Context: an optimization exercise on an open-source flow, tuned for small area, a short achievable clock period and few clock cycles per item. The choices shown serve that exercise and are no tape-out recipe.
No functional check of the RTL was part of any run shown here.
Power is estimated from default activity; no workload was simulated.

## flow/design.v (module list and top-level ports; edited modules follow where they fit)
// module goertzel_power_detect: 2036 lines
// module goertzel_fa: 10 lines
// module goertzel_hold: 10 lines
// module goertzel_abs: 23 lines
// module goertzel_ha: 9 lines
module goertzel_power_detect #(
   parameter int OW       = 20,
   parameter int PW       = 2*OW+1,
   parameter int HOLD_ON  = 3,
   parameter int HOLD_OFF = 3
) (
   input  logic            i_clk,
   input  logic            i_rst,
   input  logic [2*OW-1:0] s_axis_tdata,
   input  logic            s_axis_tvalid,
   output logic            s_axis_tready,
   output logic [PW-1:0]   m_axis_tdata,
   output logic            m_axis_tuser,
   output logic            m_axis_tvalid,
   input  logic            m_axis_tready,
   input  logic [PW-1:0]   i_threshold,
   output logic            o_detect
);
  // ...
==> flow/flow/run.sh <==
#!/bin/bash
# Standard ORFS layout (the standard.sh, standard synthesis unchanged),
# with the port buffers made from the smallest buffer cell.
set -euo pipefail
bash standard.sh BUFFER_PORTS_ARGS="-buffer_cell sky130_fd_sc_hd__buf_1" finish > standard_flow.log 2>&1
==> flow/standard.sh <==
#!/bin/bash
# synth_recipe.tcl (not shown) runs the flow's synth.tcl, then flattens the netlist and writes it again
# the make line also repeats each setting of config.mk as NAME=value (left out here)
make -C /OpenROAD-flow-scripts/flow DESIGN_CONFIG=/design/flow/config.mk WORK_HOME=/design/flow/orfs CLKGATE_MAP_FILE= SYNTH_SCRIPT=/design/flow/synth_recipe.tcl "${@:-finish}"
==> flow/config.mk <==
export PLATFORM = sky130hd
export DESIGN_NAME = goertzel_power_detect
export DESIGN_NICKNAME = goertzel_power_detect
export VERILOG_FILES = /design/flow/design.v
export SDC_FILE = /design/flow/constraint.sdc
export NUM_CORES = 4
export LEC_CHECK = 0
export CAP_MARGIN = 20
export CORE_MARGIN = 2
export CORE_UTILIZATION = 40
export CTS_BUF_LIST = sky130_fd_sc_hd__clkbuf_8
export SETUP_SLACK_MARGIN = 4.1
export SLEW_MARGIN = 20
export SYNTH_HIERARCHICAL = 1
export SYNTH_MINIMUM_KEEP_SIZE = 0
==> flow/constraint.sdc <==
create_clock -name core_clock -period 8.0 [get_ports {i_clk}]
set_input_delay 1.6000 -clock core_clock [delete_from_list [all_inputs] [get_ports {i_clk}]]
set_output_delay 1.6000 -clock core_clock [all_outputs]
set_load 0.01 [all_outputs]
==> flow_summary.json, run 1 <==
{
  "p_comb_share_pct": 63.7,
  "met1_length_mm": 19.7,
  "path_cells": "buf_8, nor2b_4, clkinvlp_4, buf_6",
  "clock_buffers": 47,
  "rsz0062_at_grt": "yes",
  "skew_ps": 16.0,
  "largest_class": "multi-input gates",
  "htree_levels": 2,
  "fill_cells": 4235,
  "cts_num_sinks": 204,
  "largest_register_ffs": 76,
  "slew_headroom_pct": 37.7,
  "synthTopCellsByCount": "374 x nor2_1, 345 x fa_1, 117 x edfxtp_1",
  "core-area_mm2": 0.0456,
  "pre_cts_ws_ps": 3510,
  "muxShareOfSynthArea_pct": 2.65,
  "syn_avg_cell_area_um2": 11.4,
  "ys_seq_area_share_pct": 28.3,
  "grt_util_met2_pct": 34.6,
  "synth_fp_nets": 2147,
  "stdcell_count": 2369,
  "slowest_delay_ps": 230,
  "synth_fa_ha_area_share_pct": 43.5,
  "crit_family": "buffers and inverters",
  "worst_pin_slew_ps": 934,
  "non_clock_buffer_count": 163,
  "clkCellAreaFrac_pct": 3.86,
  "wl_met2_mm": 23.3,
  "drt_pre_antenna_iters": 5,
  "cts_resized": 47,
  "end_kind": "output port",
  "final_common_cell": "nor2_1",
  "yosysWarnings": 9,
  "synth_enable_flop_cells": 117,
  "crit_path_start": "m_axis_tready",
  "outcome": "complete, no violations",
  "ctsHoldBuffers": 0,
  "synth-simple-area-share_pct": 11.6
}
==> run 2: changes to the inputs <==
--- a/flow/design.v
+++ b/flow/design.v
@@ -17,17 +17,17 @@
    input  logic [PW-1:0]   i_threshold,
    output logic            o_detect
 );
    localparam bit c_INREG  = 1'b1;
    localparam bit c_MIDREG = 1'b1;
    localparam bit c_INMUX  = 1'b1;
    localparam bit c_ABS    = 1'b1;
    localparam bit c_INV    = 1'b1;
-   localparam bit c_TREG   = 1'b1;
+   localparam bit c_TREG   = 1'b0;
    localparam int c_HMAX = (HOLD_ON > HOLD_OFF) ? HOLD_ON : HOLD_OFF;
    localparam int c_CW   = (c_HMAX > 1) ? $clog2(c_HMAX) : 1;
    logic            w_en;
    logic            w_v1, w_v2;
    logic            r_v3;
    logic [OW-1:0]   x_re, x_im;
    logic [76-1:0] w_mid_d, w_mid_q;
    logic [PW-1:0]   w_ra, w_rb;
--- a/flow/config.mk
+++ b/flow/config.mk
@@ -4,12 +4,12 @@
 export VERILOG_FILES = /design/flow/design.v
 export SDC_FILE = /design/flow/constraint.sdc
 export NUM_CORES = 4
 export LEC_CHECK = 0
 export CAP_MARGIN = 20
 export CORE_MARGIN = 2
 export CORE_UTILIZATION = 40
 export CTS_BUF_LIST = sky130_fd_sc_hd__clkbuf_8
-export SETUP_SLACK_MARGIN = 4.1
+export SETUP_SLACK_MARGIN = 4.15
 export SLEW_MARGIN = 20
 export SYNTH_HIERARCHICAL = 1
 export SYNTH_MINIMUM_KEEP_SIZE = 0
==> flow_summary.json, run 2 <==
{
  "synth_top_cell_area_share_pct": 38.9,
  "power_frac_seq_pct": 23.6,
  "hpwl_mm": 34.6,
  "core-area_mm2": 0.0440,
  "synth_enable_flop_cells": 117,
  "synthCells": 1583,
  "synth_fp_nets": 2106,
  "die_w_um": 215,
  "drive_gt1_share_pct": 11.6,
  "via_per_inst": 5.38,
  "ir_drop_v": 0.000204,
  "synth-simple-area-share_pct": 12.1,
  "ctsHoldBuffers": 0,
  "drt-initial-drc-count": 849,
  "syn2layout_area_growth_pct": 11.2,
  "grt_pass1_vias": 13400,
  "p_per_area_mw_per_mm2": 424,
  "crit_end": "s_axis_tready",
  "skew_ps": 20.2,
  "outcome": "complete, no violations",
  "wl_per_cell_um": 20.5,
  "crit_type": "primary input to output port",
  "sw_frac_of_total_pct": 46.0,
  "hold_path_class": "flip-flop to flip-flop",
  "final_antenna_net_count": 0,
  "syn_avg_cell_area_um2": 11.2,
  "power.total_mw": 8.35,
  "pre_cts_ws_ps": 3660,
  "end_kind": "output port",
  "r2r-start": "g_in.r_im[2]",
  "grt_first_pass_wirelength_mm": 74.2,
  "tritoncts": "done",
  "r2r_end": "g_mid.r_mid[42]",
  "antenna_found_initial": 0,
  "reg_top3": "g_mid.r_mid (76), r_pwr (40)",
  "grt_max_degree": 68,
  "htree_levels": 4,
  "p_comb_share_pct": 69.0,
  "cp-start-kind": "primary input",
  "synth_top_family_by_area": "adder cells",
  "cts_num_sinks": 163,
  "p_leak_nw": 8.58,
  "ys_types": 63,
  "final_common_cell": "nor2_1",
  "synth_fa_ha_area_share_pct": 45.5,
  "critPathArrivalTime_ps": 2270,
  "clkLatencyLatePin_ps": 560,
  "start_util_pct": 40.3,
  "crit_required_ps": 6400,
  "worst_pin_slew_ps": 955,
  "die_y_um": 215,
  "synth_top_area_cell": "fa_1",
  "path_max_fanout": 2,
  "hold_viol_final": 0,
  "ios": 130,
  "reg2reg_depth": 8,
  "routed_wl_mm": 47.1,
  "p_switching_mw": 3.84,
  "route.detailed.drc": 0,
  "yosysMostFrequentCell": "nor2_1",
  "slew_violations": 0,
  "final_util_pct": 44.8,
  "globalplace.congestion": 0.881,
  "async_reset_ff_share_pct": 0,
  "clock_power_share_pct": 7.5,
  "max_freq_mhz": 259,
  "ys_seq_elements": 163,
  "mostFrequentLayoutCells": "372 x nor2_1, 343 x fa_1, 126 x buf_1",
  "yosysWarnings": 9,
  "synth_compound_area_share_pct": 6.99,
  "crit_path_start": "m_axis_tready",
  "die-area_mm2": 0.0460,
  "met1_length_mm": 19.5,
  "drt_pre_antenna_iters": 5,
  "grt_overflow": 0,
  "p_int_mw": 4.52,
  "synth-main-ff-cell": "edfxtp_1",
  "reg2reg_slack_ps": 4220,
  "cts_buffer_depth": 2,
  "rsz0062_at_grt": "yes",
  "fin_crit_sh_pct": 48.3,
  "largest_register_ffs": 76,
  "fin_tns_setup_ps": 0,
  "fill_cells": 4142,
  "syn-cell-area_mm2": 0.0177,
  "clk_pin_slew_ps": 100,
  "post-route-min-period_ps": 3870,
  "cts-root-buf": "clkbuf_8",
  "hold_start": "g_mid.r_v2",
  "synth-xor-area-share_pct": 3.41,
  "cap_violations": 0,
  "final_nets": 2214,
  "routed-wl-met3_mm": 3.05,
  "timing.final.ws_setup_ps": 4130,
  "port_buffers": 128,
  "numCtsBuffers": 17,
  "track_usage_pct": 21.2,
  "ys_seq_area_share_pct": 25.0,
  "finalSetupViolCount": 0,
  "num_vias": 12400,
  "slew_headroom_pct": 36.3,
  "muxShareOfSynthArea_pct": 2.77,
  "row_count": 77,
  "synthTopCellsByArea": "fa_1 39%, edfxtp_1 20%, nor2_1 7.9%",
  "wl_met2_mm": 23.5,
  "regMostFlops": "g_mid.r_mid",
  "maxUsedRoutingLayer": "met4",
  "synthTopCellsByCount": "374 x nor2_1, 345 x fa_1, 117 x edfxtp_1"
}
## run 2: power groups by stage
stage	Combinational (mW)	Clock [mW]	Sequential (mW)
6_report	5.76	0.623	1.97
5_1_grt	6.65	0.689	2.02
4_1_cts	5.74	0.659	2.00
3_5_place_dp	5.71	0	2.02
3_3_place_gp	5.49	0	2.01
2_1_floorplan	4.09	0	1.95
## run 2: final cells by class
cell class	instances	area [um2]	share of cell area, %
multi-input cells	1231	12600	63.8
clock inverters	15	153	0.774
inverters	96	364	1.85
repair buffers	182	1140	5.78
diodes	1	2.50	0.0127
clock buffers	17	234	1.19
flip-flops and latches	163	4520	22.9
well taps	592	741	3.76
## run 2: cells by family (layout without fill, tap and decap cells)
kind of cell,count (synthesis),count (layout)
AO/OA/AOI/OAI,182,182
XOR/XNOR,69,69
adder cells (fa/ha/maj),438,438
buffers and inverters,189,310
flip-flops,163,163
multiplexers,44,44
other,1,2
AND/OR/NAND/NOR,497,497
## run 2: through the flow
| step | hold slack [ps] | instances | cell area, um2 |
|---|---|---|---|
| after global placement | 442 | 2234 | 18800 |
| after detailed placement | 447 | 2234 | 18800 |
| after floorplan | 404 | 1583 | 17800 |
| after CTS | 460 | 2268 | 19300 |
| final | 460 | 2297 | 19700 |
| after global routing | 473 | 2296 | 19700 |
## run 2: metal layers
layer	track usage (%)	up-vias
li1	-	5399
met1	27.2	6418
met2	35.9	463
met3	4.50	81
met4	6.48	0
met5	0	-
## run 2: repair_timing
action                                  4_1_cts  5_1_grt
gates resized for setup                      54       54
endpoints found under the setup margin       31       20
buffers inserted                              2       28
## run 2: Yosys stat by module, one instance, submodules excluded, a selection
module,cells,times used,flip-flops and latches,cell area (um2)
goertzel_ha,1,9,0,12.5
goertzel_power_detect,1080,1,163,9420
goertzel_fa,1,344,0,20.0
## run 2: how the worst min path moves through the flow
stage / endpoint / slack [ps] / cells past startpoint
2_1_floorplan: g_mid.r_mid[74] / 400 / 0
3_3_place_gp: g_mid.r_v2 / 440 / 2
3_5_place_dp: g_mid.r_v2 / 450 / 2
5_1_grt: g_mid.r_v2 / 470 / 2
4_1_cts: g_mid.r_v2 / 460 / 2
6_report: g_mid.r_v2 / 460 / 2
## run 2: critical path, stage by stage
cell        delay, ps
buf_8             100
nor2b_4           140
clkinvlp_4        230
buf_6             190
==> run 3: changes to the inputs <==
--- a/flow/config.mk
+++ b/flow/config.mk
@@ -9,7 +9,7 @@
 export CORE_MARGIN = 2
 export CORE_UTILIZATION = 40
 export CTS_BUF_LIST = sky130_fd_sc_hd__clkbuf_8
-export SETUP_SLACK_MARGIN = 4.15
+export SETUP_SLACK_MARGIN = 3.85
 export SLEW_MARGIN = 20
 export SYNTH_HIERARCHICAL = 1
 export SYNTH_MINIMUM_KEEP_SIZE = 0
==> flow_summary.json, run 3 <==
{
  "path_cells": "buf_4, nor2_1, fa_1, fa_1, fa_1, fa_1, fa_1, fa_1",
  "hold_viol_final": 0,
  "regMostFlops": "g_mid.r_mid",
  "antenna_found_initial": 1,
  "ios": 130,
  "path_max_fanout": 12,
  "p_per_area_mw_per_mm2": 434,
  "synth_top_area_cell": "fa_1",
  "outcome": "complete, no violations",
  "htree_levels": 4,
  "critical-path-slowest-cell": "dfxtp_2",
  "end_kind": "flip-flop",
  "cap_violations": 0,
  "syn-cell-area_mm2": 0.0177,
  "syn_avg_cell_area_um2": 11.2,
  "ys_seq_elements": 163,
  "clk_pin_slew_ps": 100,
  "core-area_mm2": 0.0440,
  "dp_cells": 2236,
  "die_w_um": 215,
  "numCtsBuffers": 17,
  "hpwl_mm": 34.0,
  "final_util_pct": 43.7,
  "fin_area_mm2": 0.0192,
  "synth_enable_flop_cells": 117,
  "synthTopCellsByCount": "374 x nor2_1, 345 x fa_1, 117 x edfxtp_1",
  "ys_types": 63,
  "slew_violations": 0,
  "hold_path_class": "flip-flop to flip-flop",
  "route.detailed.drc": 0,
  "busiest_layer": "met2",
  "track_usage_pct": 21.0,
  "max_freq_mhz": 248,
  "pre_cts_ws_ps": 3410,
  "port_buffers": 128,
  "cts_buffer_depth": 2,
  "cp_common_cell": "fa_1",
  "clkLatencyLatePin_ps": 520,
  "yosysWarnings": 9,
  "cp-start-kind": "flip-flop",
  "grt_util_met1_pct": 27.4,
  "power.total_mw": 8.36,
  "worst-path-buf-inv": 1,
  "synthCells": 1583,
  "num_vias": 12100,
  "drt_pre_antenna_iters": 5,
  "fin_tns_setup_ps": 0,
  "drt-initial-drc-count": 957,
  "reg_top3": "g_mid.r_mid (76), r_pwr (40)",
  "crit_type": "flip-flop to flip-flop",
  "synth_fp_nets": 2106,
  "ctsHoldBuffers": 0,
  "grt_util_met2_pct": 35.2,
  "mostFrequentLayoutCells": "374 x nor2_1, 345 x fa_1, 128 x buf_1",
  "syn2layout_area_growth_pct": 8.53,
  "final_common_cell": "nor2_1",
  "cts-root-buf": "clkbuf_8",
  "die_y_um": 215,
  "cts_num_sinks": 163,
  "via_per_inst": 5.32,
  "fin_crit_sh_pct": 50.3,
  "die-area_mm2": 0.0460,
  "synth_top_cell_area_share_pct": 38.9,
  "routed_wl_mm": 45.8,
  "ys_seq_area_share_pct": 25.0,
  "grt_first_pass_wirelength_mm": 74.1,
  "largest_register_ffs": 76,
  "crit_required_ps": 8260,
  "crit_family": "adder cells",
  "final_antenna_net_count": 0,
  "start_util_pct": 40.3,
  "rsz0062_at_grt": "no",
  "hold_ws_ps": 461,
  "final_nets": 2188,
  "synthTopCellsByArea": "fa_1 39%, edfxtp_1 20%, nor2_1 7.9%",
  "grt_pass1_vias": 13500,
  "synth-main-ff-cell": "edfxtp_1",
  "yosysMostFrequentCell": "nor2_1",
  "finalSetupViolCount": 0,
  "async_reset_ff_share_pct": 0,
  "wl_per_cell_um": 20.2,
  "ir_drop_v": 0.000243,
  "place_area_mm2": 0.0188,
  "timing.final.ws_setup_ps": 3970,
  "grt_overflow": 0,
  "skew_ps": 17.7,
  "grt_max_degree": 74,
  "stdcell_count": 2271,
  "grt_use_met3_pct": 3.69,
  "slowest_delay_ps": 560,
  "drive_gt1_share_pct": 9.06,
  "worst_pin_slew_ps": 943,
  "row_count": 77,
  "globalplace.congestion": 0.850,
  "tritoncts": "done",
  "p_leak_nw": 8.38,
  "post-route-min-period_ps": 4030,
  "critPathArrivalTime_ps": 4290,
  "slew_headroom_pct": 37.2
}
## run 3: path summary, 6_finish.rpt
kind	startpoint	to	slack, ps	cells past startpoint
setup reg to reg	g_in.r_re[8]	g_mid.r_mid[32]	3970	8
hold / removal	g_in.r_v1	g_in.r_v1	460	2
setup / recovery	g_in.r_re[8]	g_mid.r_mid[32]	3970	8
hold reg to reg	g_in.r_v1	g_in.r_v1	460	2
## run 3: worst reg2reg max path: stages (launching register included)
cell and delay (ps):
dfxtp_2 560, buf_4 270, nor2_1 100, fa_1 550, fa_1 550, fa_1 430, fa_1 400, fa_1 510
fa_1 410
## run 3: layer usage
layer  routed length (um)  part of all wire, %  vias to the layer above
li1                     -                    -                     5348
met1                19200                   42                     6247
met2                22500                   49                      416
met3                 2800                  6.1                       74
met4                 1310                  2.9                        0
met5                    0                    0                        -
## run 3: cell type report
type                            instances  area (um2)
Clock buffer                           17         234
Sequential cell                       163        4450
Timing Repair Buffer                  155         683
Fill cell                            4205       24800
Timing Repair inverter                  1        5.00
Tap cell                              592         741
Clock inverter                         15         201
Multi-Input combinational cell       1231       12600
Antenna cell                            1        2.50
Inverter                               96         364
## run 3: power by group
group          leakage, nW  total [mW]  switching [mW]  internal (mW)
combinational         6.52        5.69            3.17           2.52
clock                0.221       0.694           0.351          0.344
sequential            1.64        1.98           0.271           1.71
total                 8.38        8.36            3.79           4.57
## run 3: kinds of logic after synthesis
logic type / Yosys count / share of synthesized area, %
DFF: 163 / 25.0
xor gates and xnor gates: 69 / 3.41
and+or+nand+nor: 497 / 12.1
buffers and inverters: 189 / 4.20
muxes: 44 / 2.77
AOI/OAI and AO/OA: 182 / 6.99
adders and majority gates: 438 / 45.5
other: 1 / 0.0211
## run 3: timing repair
action,4_1_cts,5_1_grt
setup buffers,1,0
setup endpoints to repair,24,0
resized for setup,15,0
## run 3: modules after synthesis (local to each module, per instance), excerpt
module,cell area (um2),cells inside
goertzel_power_detect,9420,1080
goertzel_fa,20.0,1
goertzel_ha,12.5,1

==> what the ideal ports hide <==
The flow's constraints put no driver on any port. The routed layouts listed below were extracted and timed again, unchanged, in two steps.
Step 1, drivers: a clkbuf_16 drives i_clk and a buf_2 each remaining input, both assumed.
Step 2 also shifts input and output timing later by t, the mid clock arrival at the registers, as if the neighbouring blocks saw the same clock.
a / b / c = ideal / step 1 / step 2; a / b = the first two.
run | shift t [ns] | setup slack, ns | latest minus earliest clock arrival (ns) | pins driven straight from the clock port
run 1 | 0.623 | 4.138 / 4.089 / 4.089 | 0.017 / 0.017 | 1
run 2 | 0.606 | 4.135 / 4.089 / 3.678 | 0.020 / 0.020 | 1
run 3 | 0.561 | 3.973 / 3.973 / 3.568 | 0.019 / 0.019 | 1
After both steps setup and hold are still met in every run listed. For run 2, which loses most, drivers alone change the setup slack by -0.046 ns; drivers and shift together by -0.457 ns.
